Background: an optimization exercise with open tools, aiming at small area. Do not read the settings as production practice. RTL that was checked went through simulation tests only; none was proved equivalent to the original.

==> inputs of 01-14 <==
// instr_issue_unit
module instr_issue_unit #(
    parameter int               ISIZE = 16,
    parameter int               DSIZE = 16,
    parameter int               DEPTH = 64,
    parameter int               AW    = 6,
    parameter logic [ISIZE-1:0] NOP   = '0
) (
    input  logic             clk,
    input  logic             reset,
    input  logic             load_we,
    input  logic [AW-1:0]    load_addr,
    input  logic [ISIZE-1:0] load_instr,
    input  logic [DSIZE-1:0] load_data,
    input  logic             load_init,
    input  logic             start,
    input  logic [AW:0]      prog_len,
    input  logic             stall,
    input  logic             abort,
    output logic [ISIZE-1:0] Instruction,
    output logic [DSIZE-1:0] DataInit,
    output logic             InitSel,
    output logic             issue_valid,
    output logic [AW-1:0]    pc,
    output logic             busy,
    output logic             done
);
==> module instr_issue_unit, before the edit <==
module instr_issue_unit #(
    parameter int               ISIZE = 16,
    parameter int               DSIZE = 16,
    parameter int               DEPTH = 64,
    parameter int               AW    = 6,
    parameter logic [ISIZE-1:0] NOP   = '0
) (
    input  logic             clk,
    input  logic             reset,
    input  logic             load_we,
    input  logic [AW-1:0]    load_addr,
    input  logic [ISIZE-1:0] load_instr,
    input  logic [DSIZE-1:0] load_data,
    input  logic             load_init,
    input  logic             start,
    input  logic [AW:0]      prog_len,
    input  logic             stall,
    input  logic             abort,
    output logic [ISIZE-1:0] Instruction,
    output logic [DSIZE-1:0] DataInit,
    output logic             InitSel,
    output logic             issue_valid,
    output logic [AW-1:0]    pc,
    output logic             busy,
    output logic             done
);
    typedef enum logic [1:0] {
        S_IDLE,
        S_FETCH,
        S_ISSUE,
        S_DONE
    } state_t;
    localparam int          EW      = ISIZE + DSIZE + 1;
    localparam logic [AW:0] DEPTH_L = (AW+1)'(DEPTH);
    localparam logic [AW:0] LEN_ONE = (AW+1)'(1);
    localparam logic [AW-1:0] PC_ONE = AW'(1);
    state_t            state;
    state_t            state_next;
    logic [AW:0]       len;
    logic [AW:0]       len_in;
    logic              last;
    logic [EW-1:0]     mem [DEPTH];
    logic [EW-1:0]     entry;
    logic              store_open;
    assign store_open = (state == S_IDLE) || (state == S_DONE);
    assign len_in     = (prog_len > DEPTH_L) ? DEPTH_L : prog_len;
    assign last       = ({1'b0, pc} == (len - LEN_ONE));
    assign entry      = mem[pc];
    always_ff @(posedge clk) begin
        if (load_we && store_open) begin
            mem[load_addr] <= {load_init, load_data, load_instr};
        end
    end
    always_ff @(posedge clk) begin
        if (reset) begin
            state <= S_IDLE;
        end else begin
            state <= state_next;
        end
    end
    always_comb begin
        state_next = state;
        if (abort) begin
            state_next = S_IDLE;
        end else begin
            case (state)
                S_IDLE, S_DONE: begin
                    if (start) begin
                        state_next = (len_in == '0) ? S_DONE : S_FETCH;
                    end
                end
                S_FETCH: state_next = S_ISSUE;
                S_ISSUE: begin
                    if (!stall) begin
                        state_next = last ? S_DONE : S_FETCH;
                    end
                end
                default: state_next = S_IDLE;
            endcase
        end
    end
    always_ff @(posedge clk) begin
        if (reset || abort) begin
            pc          <= '0;
            len         <= '0;
            Instruction <= NOP;
            DataInit    <= '0;
            InitSel     <= 1'b0;
            issue_valid <= 1'b0;
            busy        <= 1'b0;
            done        <= 1'b0;
        end else begin
            busy <= (state_next == S_FETCH) || (state_next == S_ISSUE);
            done <= (state_next == S_DONE);
            case (state)
                S_IDLE, S_DONE: begin
                    if (start) begin
                        len <= len_in;
                        pc  <= '0;
                    end
                end
                S_FETCH: begin
                    Instruction <= entry[ISIZE-1:0];
                    DataInit    <= entry[ISIZE+DSIZE-1:ISIZE];
                    InitSel     <= entry[EW-1];
                    issue_valid <= 1'b1;
                end
                S_ISSUE: begin
                    if (!stall) begin
                        Instruction <= NOP;
                        DataInit    <= '0;
                        InitSel     <= 1'b0;
                        issue_valid <= 1'b0;
                        if (!last) begin
                            pc <= pc + PC_ONE;
                        end
                    end
                end
                default: ;
            endcase
        end
    end
endmodule
Settings: LEC_CHECK=0, CAP_MARGIN=20, CORE_MARGIN=2, CORE_UTILIZATION=50, SLEW_MARGIN=20; clock period 5.0 ns.
run.sh (not shown) runs the stock make flow with config.mk's settings and CLKGATE_MAP_FILE= SYNTH_SCRIPT=/design/flow/synth_recipe.tcl, a recipe that flattens the netlist after the stock synthesis.
==> 11-01: changes against 01-14 <==
==> flow/design.v (replaced) <==
module instr_issue_unit #(
    parameter int               ISIZE = 16,
    parameter int               DSIZE = 16,
    parameter int               DEPTH = 64,
    parameter int               AW    = 6,
    parameter logic [ISIZE-1:0] NOP   = '0
) (
    input  logic             clk,
    input  logic             reset,
    input  logic             load_we,
    input  logic [AW-1:0]    load_addr,
    input  logic [ISIZE-1:0] load_instr,
    input  logic [DSIZE-1:0] load_data,
    input  logic             load_init,
    input  logic             start,
    input  logic [AW:0]      prog_len,
    input  logic             stall,
    input  logic             abort,
    output logic [ISIZE-1:0] Instruction,
    output logic [DSIZE-1:0] DataInit,
    output logic             InitSel,
    output logic             issue_valid,
    output logic [AW-1:0]    pc,
    output logic             busy,
    output logic             done
);
    localparam int EW = ISIZE + DSIZE + 1;
    logic              fetch;
    logic              ph;
    logic [AW-1:0]     lm1;       
    logic              last;
    logic              clr;
    logic              idle_done;
    logic              len_zero;
    logic [AW-1:0]     lm1_in;
    logic [EW-1:0]     store [DEPTH];
    logic [EW-1:0]     nxt   [DEPTH];
    logic [DEPTH-1:0]  col   [EW];
    logic [EW-1:0]     wd;
    logic [DEPTH-1:0]  we;
    logic [DEPTH-1:0]  nwe;
    logic [DEPTH-1:0]  sel;
    logic [EW-1:0]     rd;        
    logic              ph_out;
    assign busy      = fetch | issue_valid;
    assign idle_done = ~busy;
    assign clr       = reset | abort;
    assign last      = (pc == lm1);
    assign len_zero  = (prog_len == '0);
    assign lm1_in    = prog_len[AW] ? {AW{1'b1}} : (prog_len[AW-1:0] - 1'b1);
    always_ff @(posedge clk) ph <= ~ph;
    assign wd = {load_init, load_data, load_instr} ^ {EW{ph}};
    generate
        for (genvar r = 0; r < DEPTH; r++) begin : g_row
            assign we[r]   = load_we & idle_done & (load_addr == AW'(r));
            assign nwe[r]  = ~we[r];
            assign sel[r]  = issue_valid & (pc == AW'(r));
            for (genvar b = 0; b < EW; b++) begin : g_bit
                iu_bit_next u_next (
                    .q(store[r][b]), .wr(we[r]), .hold(nwe[r]), .d(wd[b]), .y(nxt[r][b])
                );
                assign col[b][r] = store[r][b];
            end
            always_ff @(posedge clk) store[r] <= nxt[r];
        end
        for (genvar b = 0; b < EW; b++) begin : g_col
            iu_read_bit u_read (.q(col[b]), .sel(sel), .y(rd[b]));
        end
    endgenerate
    assign ph_out = ph & issue_valid;
    assign {InitSel, DataInit, Instruction} = rd ^ {EW{ph_out}};
    always_ff @(posedge clk) begin
        if (clr) begin
            fetch       <= 1'b0;
            issue_valid <= 1'b0;
            done        <= 1'b0;
            pc          <= '0;
        end else if (idle_done) begin
            if (start) begin
                pc    <= '0;
                lm1   <= lm1_in;
                fetch <= ~len_zero;
                done  <= len_zero;
            end
        end else if (fetch) begin
            fetch       <= 1'b0;
            issue_valid <= 1'b1;
        end else if (!stall) begin
            issue_valid <= 1'b0;
            fetch       <= ~last;
            done        <= last;
            if (!last) pc <= pc + 1'b1;
        end
    end
endmodule
module iu_bit_next (
    input  logic q,
    input  logic wr,
    input  logic hold,
    input  logic d,
    output logic y
);
    assign y = ~((q | wr) & (d | hold));
endmodule
module iu_aoi222 (
    input  logic [2:0] q,
    input  logic [2:0] sel,
    output logic       y
);
    assign y = ~|(q & sel);
endmodule
module iu_nand2 (
    input  logic [1:0] a,
    output logic       y
);
    assign y = ~&a;
endmodule
module iu_nand3 (
    input  logic [2:0] a,
    output logic       y
);
    assign y = ~&a;
endmodule
module iu_nand4 (
    input  logic [3:0] a,
    output logic       y
);
    assign y = ~&a;
endmodule
module iu_nor2 (
    input  logic [1:0] a,
    output logic       y
);
    assign y = ~|a;
endmodule
module iu_read_bit (
    input  logic [63:0] q,
    input  logic [63:0] sel,
    output logic        y
);
    logic [21:0] a;    
    logic [5:0]  b;    
    logic [2:0]  c;    
    for (genvar i = 0; i < 21; i++) begin : g_a
        iu_aoi222 u_a (.q(q[3*i +: 3]), .sel(sel[3*i +: 3]), .y(a[i]));
    end
    iu_nand2 u_a21 (.a({q[63], sel[63]}), .y(a[21]));
    for (genvar i = 0; i < 5; i++) begin : g_b
        iu_nand4 u_b (.a(a[4*i +: 4]), .y(b[i]));
    end
    iu_nand2 u_b5 (.a(a[21:20]), .y(b[5]));
    for (genvar i = 0; i < 3; i++) begin : g_c
        iu_nor2 u_c (.a(b[2*i +: 2]), .y(c[i]));
    end
    iu_nand3 u_d (.a(c), .y(y));
endmodule
ABC_CLOCK_PERIOD_IN_PS = 5000   (was not set)
SYNTH_HIERARCHICAL = 1   (was not set)
==> qor.yml <==
setup_viol: 19
status: "failed layout checks"
pg_clk_w: 0.0162
cp_num_buf_inv: 5
violations: "setup timing"
setup_ws_ns: -0.207
initial_utilization_pct: 50.3
-- figures above: 11-01

==> qor.yml <==
status: "finished clean"
synthSimpleGateAreaFrac_pct: 1.95
cts.path.max_buffers: 3
gr-usage-met3_pct: 4.32
initial_utilization_pct: 50.4
ys_ff_latch: 2169
setup_ws_ns: 1.36
clkbuf_count: 279
pg_clk_w: 0.0153
cp_num_buf_inv: 2
-- figures above: 01-14

No functional check of the RTL was part of 11-01.

-- re-timing with driven ports --
No port has a modelled driver above. Below, the same layouts with a new extraction and two added sets of constraints.
Step 1 assumes that a clkbuf_16 drives the clock port and a buf_2 every other input.
Step 2 adds t to the input delays and takes it off the output delays; t is the mean of the earliest and latest rising clock arrival at the registers after step 1. Input paths then give back, and output paths get back, about the clock's delay inside the block.
Three values: no drivers, after step 1, after step 2; two values: the first two.
run | t (ns) | setup WS [ns] | worst setup path at the end
01-14 | 0.909 | 1.357 / 1.357 / 0.765 | input to register
11-01 | 0.911 | -0.207 / -0.287 / 0.623 | register to output
The setup slack of 01-14, which loses most, moves by 0.000 ns with the drivers and by -0.592 ns with both steps.
